What follows belongs to an exercise in optimizing a design on an open flow for small area, a short achievable clock period and few clock cycles; a production flow would make more cautious choices.
Function was checked by simulation only, so behaviour that the tests miss may differ from the original.
Power and IR drop assume default switching activity.

==> trial 1 <==
==> flow/design.v (excerpt) <==
module lsu_top
(
    input  logic      clk,
    input  logic      rst,
    input  logic      req_valid,
    input  lsu_req_t  req,
    output logic      req_ready,
    output logic      resp_valid,
    output lsu_resp_t resp
);
    logic [MEM_WORDS-1:0] sel;
    strb_t      be;
    word_t      wd;
    logic       ld;
    logic       mis;
    logic [1:0] sz;
    logic       sgn;
    word_t      rd;
    word_t      load_data;
    logic       v_q;
    logic       ld_q;
    logic       err_q;
    logic [1:0] off_q;
    logic [1:0] sz_q;
    logic       sgn_q;
    word_t      rd_q;
    lsu_ctrl u_ctrl (
        .rst       (rst),
        .req_valid (req_valid),
        .req       (req),
        .req_ready (req_ready),
        .sel       (sel),
        .be        (be),
        .wd        (wd),
        .ld        (ld),
        .mis       (mis),
        .sz        (sz),
        .sgn       (sgn)
    );
    data_sram u_sram (
        .clk (clk),
        .sel (sel),
        .be  (be),
        .wd  (wd),
        .rd  (rd)
    );
    always_ff @(posedge clk) begin
        if (rst) begin
            v_q  <= 1'b0;
            ld_q <= 1'b0;
        end else begin
            v_q  <= req_valid;
            ld_q <= ld;
        end
        err_q <= mis;
        off_q <= req.addr[1:0];
        sz_q  <= sz;
        sgn_q <= sgn;
        rd_q  <= rd;
    end
    lsu_align u_align (
        .w         (rd_q),
        .off       (off_q),
        .sz        (sz_q),
        .sgn       (sgn_q),
        .ld        (ld_q),
        .load_data (load_data)
    );
    always_ff @(posedge clk) begin
        if (rst)
            resp_valid <= 1'b0;
        else
            resp_valid <= v_q;
        resp.rdata <= load_data;
        resp.err   <= err_q;
    end
endmodule
==> module lsu_ctrl, before the edit <==
module lsu_ctrl
(
    input  logic                 rst,
    input  logic                 req_valid,
    input  lsu_req_t             req,
    output logic                 req_ready,
    output logic [MEM_WORDS-1:0] sel,      
    output strb_t                be,       
    output word_t                wd,       
    output logic                 ld,       
    output logic                 mis,      
    output logic [1:0]           sz,       
    output logic                 sgn       
);
    logic [1:0] off;
    logic       st;
    strb_t      mask;
    word_t      lanes;
    assign req_ready = 1'b1;
    assign off       = req.addr[1:0];
    assign st        = is_store(req.op);
    always_comb begin
        case (req.op)
            op_lh, op_lhu, op_sh: mis = off[0];
            op_lw, op_sw:         mis = |off;
            default:              mis = 1'b0;
        endcase
        case (req.op)
            op_lb, op_lbu, op_sb: sz = 2'd0;
            op_lh, op_lhu, op_sh: sz = 2'd1;
            default:              sz = 2'd2;
        endcase
        case (req.op)
            op_sb:   mask = strb_t'(4'b0001 << off);
            op_sh:   mask = strb_t'(4'b0011 << off);
            default: mask = 4'b1111;
        endcase
        case (req.op)
            op_sb:   lanes = {4{req.wdata[7:0]}};
            op_sh:   lanes = {2{req.wdata[15:0]}};
            default: lanes = req.wdata;
        endcase
        sgn = (req.op == op_lb) || (req.op == op_lh);
        ld  = req_valid && !st && !mis;
        for (int i = 0; i < MEM_WORDS; i++)
            sel[i] = rst || (req.addr[WIDX_W+1:2] == widx_t'(i));
        if (rst) begin
            be = 4'b1111;
            wd = '0;
        end else begin
            be = (req_valid && st && !mis) ? mask : 4'b0000;
            wd = lanes;
        end
    end
endmodule
==> module data_sram, before the edit <==
module data_sram
(
    input  logic                 clk,
    input  logic [MEM_WORDS-1:0] sel,
    input  strb_t                be,
    input  word_t                wd,
    output word_t                rd
);
    logic [32*MEM_WORDS-1:0] mem;
    for (genvar w = 0; w < MEM_WORDS; w++) begin : g_word
        for (genvar b = 0; b < 4; b++) begin : g_byte
            always_ff @(posedge clk)
                if (sel[w] && be[b])
                    mem[32*w + 8*b +: 8] <= wd[8*b +: 8];
        end
    end
    always_comb begin
        rd = '0;
        for (int w = 0; w < MEM_WORDS; w++)
            rd = rd | ({32{sel[w]}} & mem[32*w +: 32]);
    end
endmodule
==> module lsu_top, before the edit <==
module lsu_top
(
    input  logic      clk,
    input  logic      rst,
    input  logic      req_valid,
    input  lsu_req_t  req,
    output logic      req_ready,
    output logic      resp_valid,
    output lsu_resp_t resp
);
    logic [MEM_WORDS-1:0] sel;
    strb_t      be;
    word_t      wd;
    logic       ld;
    logic       mis;
    logic [1:0] sz;
    logic       sgn;
    word_t      rd;
    word_t      load_data;
    logic       v_q;
    logic       ld_q;
    logic       err_q;
    logic [1:0] off_q;
    logic [1:0] sz_q;
    logic       sgn_q;
    word_t      rd_q;
    lsu_ctrl u_ctrl (
        .rst       (rst),
        .req_valid (req_valid),
        .req       (req),
        .req_ready (req_ready),
        .sel       (sel),
        .be        (be),
        .wd        (wd),
        .ld        (ld),
        .mis       (mis),
        .sz        (sz),
        .sgn       (sgn)
    );
    data_sram u_sram (
        .clk (clk),
        .sel (sel),
        .be  (be),
        .wd  (wd),
        .rd  (rd)
    );
    always_ff @(posedge clk) begin
        if (rst) begin
            v_q  <= 1'b0;
            ld_q <= 1'b0;
        end else begin
            v_q  <= req_valid;
            ld_q <= ld;
        end
        err_q <= mis;
        off_q <= req.addr[1:0];
        sz_q  <= sz;
        sgn_q <= sgn;
        rd_q  <= rd;
    end
    lsu_align u_align (
        .w         (rd_q),
        .off       (off_q),
        .sz        (sz_q),
        .sgn       (sgn_q),
        .ld        (ld_q),
        .load_data (load_data)
    );
    always_ff @(posedge clk) begin
        if (rst)
            resp_valid <= 1'b0;
        else
            resp_valid <= v_q;
        resp.rdata <= load_data;
        resp.err   <= err_q;
    end
endmodule
clock: 5.0 ns
lec_check: 0
cap_margin: 20
core_margin: 2
core_utilization: 45
place_density: 0.6
slew_margin: 20
run.sh (not shown) runs the stock make flow with config.mk's settings and CLKGATE_MAP_FILE= SYNTH_SCRIPT=/design/flow/synth_recipe.tcl, a recipe that flattens the netlist after the stock synthesis.
==> build 19 (differences from trial 1) <==
--- a/flow/design.v
+++ b/flow/design.v
@@ -67,23 +67,30 @@
 endmodule
 module lsu_ctrl
 (
-    input  logic                 rst,
-    input  logic                 req_valid,
-    input  lsu_req_t             req,
-    output logic                 req_ready,
-    output logic [MEM_WORDS-1:0] sel,      
-    output strb_t                be,       
-    output word_t                wd,       
-    output logic                 ld,       
-    output logic                 mis,      
-    output logic [1:0]           sz,       
-    output logic                 sgn       
-);
+    input  logic        clk,
+    input  logic        rst,
+    input  logic        req_valid,
+    input  lsu_req_t    req,
+    output logic        req_ready,
+    output logic [MEM_WORDS-1:0] sel_q,    
+    output strb_t       be_q,              
+    output word_t       wd_q,              
+    output logic        v_q,               
+    output logic        ld_q,              
+    output logic        err_q,             
+    output logic [1:0]  off_q,             
+    output logic [1:0]  sz_q,              
+    output logic        sgn_q              
+);
+    logic       accept;
     logic [1:0] off;
+    logic       mis;
     logic       st;
     strb_t      mask;
     word_t      lanes;
+    logic [1:0] sz;
     assign req_ready = 1'b1;
+    assign accept    = req_valid;
     assign off       = req.addr[1:0];
     assign st        = is_store(req.op);
     always_comb begin
@@ -107,17 +114,26 @@
             op_sh:   lanes = {2{req.wdata[15:0]}};
             default: lanes = req.wdata;
         endcase
-        sgn = (req.op == op_lb) || (req.op == op_lh);
-        ld  = req_valid && !st && !mis;
-        for (int i = 0; i < MEM_WORDS; i++)
-            sel[i] = rst || (req.addr[WIDX_W+1:2] == widx_t'(i));
+    end
+    always_ff @(posedge clk) begin
         if (rst) begin
-            be = 4'b1111;
-            wd = '0;
+            sel_q <= '1;
+            be_q  <= 4'b1111;
+            wd_q  <= '0;
+            v_q   <= 1'b0;
+            ld_q  <= 1'b0;
         end else begin
-            be = (req_valid && st && !mis) ? mask : 4'b0000;
-            wd = lanes;
-        end
+            for (int i = 0; i < MEM_WORDS; i++)
+                sel_q[i] <= (req.addr[WIDX_W+1:2] == widx_t'(i));
+            be_q  <= (accept && st && !mis) ? mask : 4'b0000;
+            wd_q  <= lanes;
+            v_q   <= accept;
+            ld_q  <= accept && !st && !mis;
+        end
+        err_q <= mis;
+        off_q <= off;
+        sz_q  <= sz;
+        sgn_q <= (req.op == op_lb) || (req.op == op_lh);
     end
 endmodule
 module data_sram
@@ -126,7 +142,8 @@
     input  logic [MEM_WORDS-1:0] sel,
     input  strb_t                be,
     input  word_t                wd,
-    output word_t                rd
+    output word_t                rd_lo,     
+    output word_t                rd_hi      
 );
     logic [32*MEM_WORDS-1:0] mem;
     for (genvar w = 0; w < MEM_WORDS; w++) begin : g_word
@@ -137,9 +154,12 @@
         end
     end
     always_comb begin
-        rd = '0;
-        for (int w = 0; w < MEM_WORDS; w++)
-            rd = rd | ({32{sel[w]}} & mem[32*w +: 32]);
+        rd_lo = '0;
+        rd_hi = '0;
+        for (int w = 0; w < MEM_WORDS/2; w++) begin
+            rd_lo = rd_lo | ({32{sel[w]}} & mem[32*w +: 32]);
+            rd_hi = rd_hi | ({32{sel[w + MEM_WORDS/2]}} & mem[32*(w + MEM_WORDS/2) +: 32]);
+        end
     end
 endmodule
 module lsu_top
@@ -152,70 +172,79 @@
     output logic      resp_valid,
     output lsu_resp_t resp
 );
-    logic [MEM_WORDS-1:0] sel;
-    strb_t      be;
-    word_t      wd;
-    logic       ld;
-    logic       mis;
-    logic [1:0] sz;
-    logic       sgn;
-    word_t      rd;
-    word_t      load_data;
+    logic [MEM_WORDS-1:0] sel_q;
+    strb_t      be_q;
+    word_t      wd_q;
     logic       v_q;
     logic       ld_q;
     logic       err_q;
     logic [1:0] off_q;
     logic [1:0] sz_q;
     logic       sgn_q;
-    word_t      rd_q;
+    word_t      rd_lo;
+    word_t      rd_hi;
+    word_t      load_data;
+    logic       v2_q;
+    logic       ld2_q;
+    logic       err2_q;
+    logic [1:0] off2_q;
+    logic [1:0] sz2_q;
+    logic       sgn2_q;
+    word_t      rd_lo_q;
+    word_t      rd_hi_q;
     lsu_ctrl u_ctrl (
+        .clk       (clk),
         .rst       (rst),
         .req_valid (req_valid),
         .req       (req),
         .req_ready (req_ready),
-        .sel       (sel),
-        .be        (be),
-        .wd        (wd),
-        .ld        (ld),
-        .mis       (mis),
-        .sz        (sz),
-        .sgn       (sgn)
+        .sel_q     (sel_q),
+        .be_q      (be_q),
+        .wd_q      (wd_q),
+        .v_q       (v_q),
+        .ld_q      (ld_q),
+        .err_q     (err_q),
+        .off_q     (off_q),
+        .sz_q      (sz_q),
+        .sgn_q     (sgn_q)
     );
     data_sram u_sram (
         .clk (clk),
-        .sel (sel),
-        .be  (be),
-        .wd  (wd),
-        .rd  (rd)
+        .sel (sel_q),
+        .be  (be_q),
+        .wd  (wd_q),
+        .rd_lo (rd_lo),
+        .rd_hi (rd_hi)
     );
     always_ff @(posedge clk) begin
         if (rst) begin
-            v_q  <= 1'b0;
-            ld_q <= 1'b0;
+            v2_q  <= 1'b0;
+            ld2_q <= 1'b0;
         end else begin
-            v_q  <= req_valid;
-            ld_q <= ld;
-        end
-        err_q <= mis;
-        off_q <= req.addr[1:0];
-        sz_q  <= sz;
-        sgn_q <= sgn;
-        rd_q  <= rd;
+            v2_q  <= v_q;
+            ld2_q <= ld_q;
+        end
+        err2_q <= err_q;
+        off2_q <= off_q;
+        sz2_q  <= sz_q;
+        sgn2_q <= sgn_q;
+        rd_lo_q <= rd_lo;
+        rd_hi_q <= rd_hi;
     end
     lsu_align u_align (
-        .w         (rd_q),
-        .off       (off_q),
-        .sz        (sz_q),
-        .sgn       (sgn_q),
-        .ld        (ld_q),
+        .w         (rd_lo_q | rd_hi_q),
+        .off       (off2_q),
+        .sz        (sz2_q),
+        .sgn       (sgn2_q),
+        .ld        (ld2_q),
         .load_data (load_data)
     );
     always_ff @(posedge clk) begin
         if (rst)
             resp_valid <= 1'b0;
         else
-            resp_valid <= v_q;
+            resp_valid <= v2_q;
         resp.rdata <= load_data;
-        resp.err   <= err_q;
-    end
-endmodule
+        resp.err   <= err2_q;
+    end
+endmodule
- CTS_CLUSTER_DIAMETER: not set -> 100
- CTS_CLUSTER_SIZE: not set -> 26
- SETUP_SLACK_MARGIN: not set -> 3.2
==> build 63 (differences from trial 1) <==
--- a/flow/design.v
+++ b/flow/design.v
@@ -67,23 +67,30 @@
 endmodule
 module lsu_ctrl
 (
-    input  logic                 rst,
-    input  logic                 req_valid,
-    input  lsu_req_t             req,
-    output logic                 req_ready,
-    output logic [MEM_WORDS-1:0] sel,      
-    output strb_t                be,       
-    output word_t                wd,       
-    output logic                 ld,       
-    output logic                 mis,      
-    output logic [1:0]           sz,       
-    output logic                 sgn       
-);
+    input  logic        clk,
+    input  logic        rst,
+    input  logic        req_valid,
+    input  lsu_req_t    req,
+    output logic        req_ready,
+    output logic [MEM_WORDS-1:0] sel_q,    
+    output strb_t       be_q,              
+    output word_t       wd_q,              
+    output logic        v_q,               
+    output logic        ld_q,              
+    output logic        err_q,             
+    output logic [1:0]  off_q,             
+    output logic [1:0]  sz_q,              
+    output logic        sgn_q              
+);
+    logic       accept;
     logic [1:0] off;
+    logic       mis;
     logic       st;
     strb_t      mask;
     word_t      lanes;
+    logic [1:0] sz;
     assign req_ready = 1'b1;
+    assign accept    = req_valid;
     assign off       = req.addr[1:0];
     assign st        = is_store(req.op);
     always_comb begin
@@ -107,17 +114,26 @@
             op_sh:   lanes = {2{req.wdata[15:0]}};
             default: lanes = req.wdata;
         endcase
-        sgn = (req.op == op_lb) || (req.op == op_lh);
-        ld  = req_valid && !st && !mis;
-        for (int i = 0; i < MEM_WORDS; i++)
-            sel[i] = rst || (req.addr[WIDX_W+1:2] == widx_t'(i));
+    end
+    always_ff @(posedge clk) begin
         if (rst) begin
-            be = 4'b1111;
-            wd = '0;
+            sel_q <= '1;
+            be_q  <= 4'b1111;
+            wd_q  <= '0;
+            v_q   <= 1'b0;
+            ld_q  <= 1'b0;
         end else begin
-            be = (req_valid && st && !mis) ? mask : 4'b0000;
-            wd = lanes;
+            for (int i = 0; i < MEM_WORDS; i++)
+                sel_q[i] <= (req.addr[WIDX_W+1:2] == widx_t'(i));
+            be_q  <= (accept && st && !mis) ? mask : 4'b0000;
+            wd_q  <= lanes;
+            v_q   <= accept;
+            ld_q  <= accept && !st && !mis;
         end
+        err_q <= mis;
+        off_q <= off;
+        sz_q  <= sz;
+        sgn_q <= (req.op == op_lb) || (req.op == op_lh);
     end
 endmodule
 module data_sram
@@ -152,70 +168,75 @@
     output logic      resp_valid,
     output lsu_resp_t resp
 );
-    logic [MEM_WORDS-1:0] sel;
-    strb_t      be;
-    word_t      wd;
-    logic       ld;
-    logic       mis;
-    logic [1:0] sz;
-    logic       sgn;
-    word_t      rd;
-    word_t      load_data;
+    logic [MEM_WORDS-1:0] sel_q;
+    strb_t      be_q;
+    word_t      wd_q;
     logic       v_q;
     logic       ld_q;
     logic       err_q;
     logic [1:0] off_q;
     logic [1:0] sz_q;
     logic       sgn_q;
+    word_t      rd;
+    word_t      load_data;
+    logic       v2_q;
+    logic       ld2_q;
+    logic       err2_q;
+    logic [1:0] off2_q;
+    logic [1:0] sz2_q;
+    logic       sgn2_q;
     word_t      rd_q;
     lsu_ctrl u_ctrl (
+        .clk       (clk),
         .rst       (rst),
         .req_valid (req_valid),
         .req       (req),
         .req_ready (req_ready),
-        .sel       (sel),
-        .be        (be),
-        .wd        (wd),
-        .ld        (ld),
-        .mis       (mis),
-        .sz        (sz),
-        .sgn       (sgn)
+        .sel_q     (sel_q),
+        .be_q      (be_q),
+        .wd_q      (wd_q),
+        .v_q       (v_q),
+        .ld_q      (ld_q),
+        .err_q     (err_q),
+        .off_q     (off_q),
+        .sz_q      (sz_q),
+        .sgn_q     (sgn_q)
     );
     data_sram u_sram (
         .clk (clk),
-        .sel (sel),
-        .be  (be),
-        .wd  (wd),
+        .sel (sel_q),
+        .be  (be_q),
+        .wd  (wd_q),
         .rd  (rd)
     );
     always_ff @(posedge clk) begin
         if (rst) begin
-            v_q  <= 1'b0;
-            ld_q <= 1'b0;
+            v2_q  <= 1'b0;
+            ld2_q <= 1'b0;
         end else begin
-            v_q  <= req_valid;
-            ld_q <= ld;
+            v2_q  <= v_q;
+            ld2_q <= ld_q;
         end
-        err_q <= mis;
-        off_q <= req.addr[1:0];
-        sz_q  <= sz;
-        sgn_q <= sgn;
-        rd_q  <= rd;
+        err2_q <= err_q;
+        off2_q <= off_q;
+        sz2_q  <= sz_q;
+        sgn2_q <= sgn_q;
+        rd_q   <= rd;
     end
     lsu_align u_align (
         .w         (rd_q),
-        .off       (off_q),
-        .sz        (sz_q),
-        .sgn       (sgn_q),
-        .ld        (ld_q),
+        .off       (off2_q),
+        .sz        (sz2_q),
+        .sgn       (sgn2_q),
+        .ld        (ld2_q),
         .load_data (load_data)
     );
     always_ff @(posedge clk) begin
         if (rst)
             resp_valid <= 1'b0;
         else
-            resp_valid <= v_q;
+            resp_valid <= v2_q;
         resp.rdata <= load_data;
-        resp.err   <= err_q;
-    end
-endmodule
+        resp.err   <= err2_q;
+    end
+endmodule
- SETUP_SLACK_MARGIN: not set -> 2.2
==> run summary <==
The highest die area belongs to trial 1, the lowest to build 19.
Critical path depth, lowest first: build 19, build 63, trial 1.
Setup slack, lowest first: trial 1, build 63, build 19.
Of trial 1 and build 19, trial 1 has the higher combinational power (gap about 11%, measured against build 19).
Via count: build 19 < build 63 < trial 1.
Clock skew, lowest first: build 19, build 63, trial 1.
Wire length, highest first: trial 1, build 63, build 19.
First-iteration DRC count: build 63 is lower than trial 1 (about 46%).
The highest clock power belongs to trial 1, the lowest to build 19.
Cell count: build 63 < build 19 < trial 1.
Testbench counts of trial 1, summed over its fixed seeds: cycles 12,016.
Testbench counts of build 19, summed over its fixed seeds: cycles 12,024.
Testbench counts of build 63, summed over its fixed seeds: cycles 12,024.

[re-timing with driven ports]
The flow's constraints put no driver on any port. The routed layouts listed below were extracted and timed again, unchanged, in two steps. Step 1, drivers: a clkbuf_16 drives clk and a buf_2 each remaining input, both assumed. Step 2 adds t to the input delays and takes it off the output delays; t is the mean of the earliest and latest rising clock arrival at the registers after step 1. Input paths then give back, and output paths get back, about the clock's delay inside the block. Slacks: ideal / step 1 / step 2; pairs: ideal / step 1.
run | shift t [ns] | setup WS [ns] | worst setup path after step 2 | slew at the worst register clock pin (ns) | worst slew at a driven data input, ns
trial 1 | 1.009 | 0.852 / 0.935 / -0.074 | input to register | 0.07 / 0.07 | 0.05
build 19 | 0.833 | 2.778 / 2.702 / 2.365 | input to register | 0.11 / 0.11 | 0.09
build 63 | 0.932 | 2.085 / 2.085 / 1.912 | input to register | 0.07 / 0.07 | 0.07
With both steps, setup timing fails in trial 1, where it was met with ideal ports. The setup slack of trial 1, which loses most, moves by +0.083 ns with the drivers and by -0.926 ns with both steps.
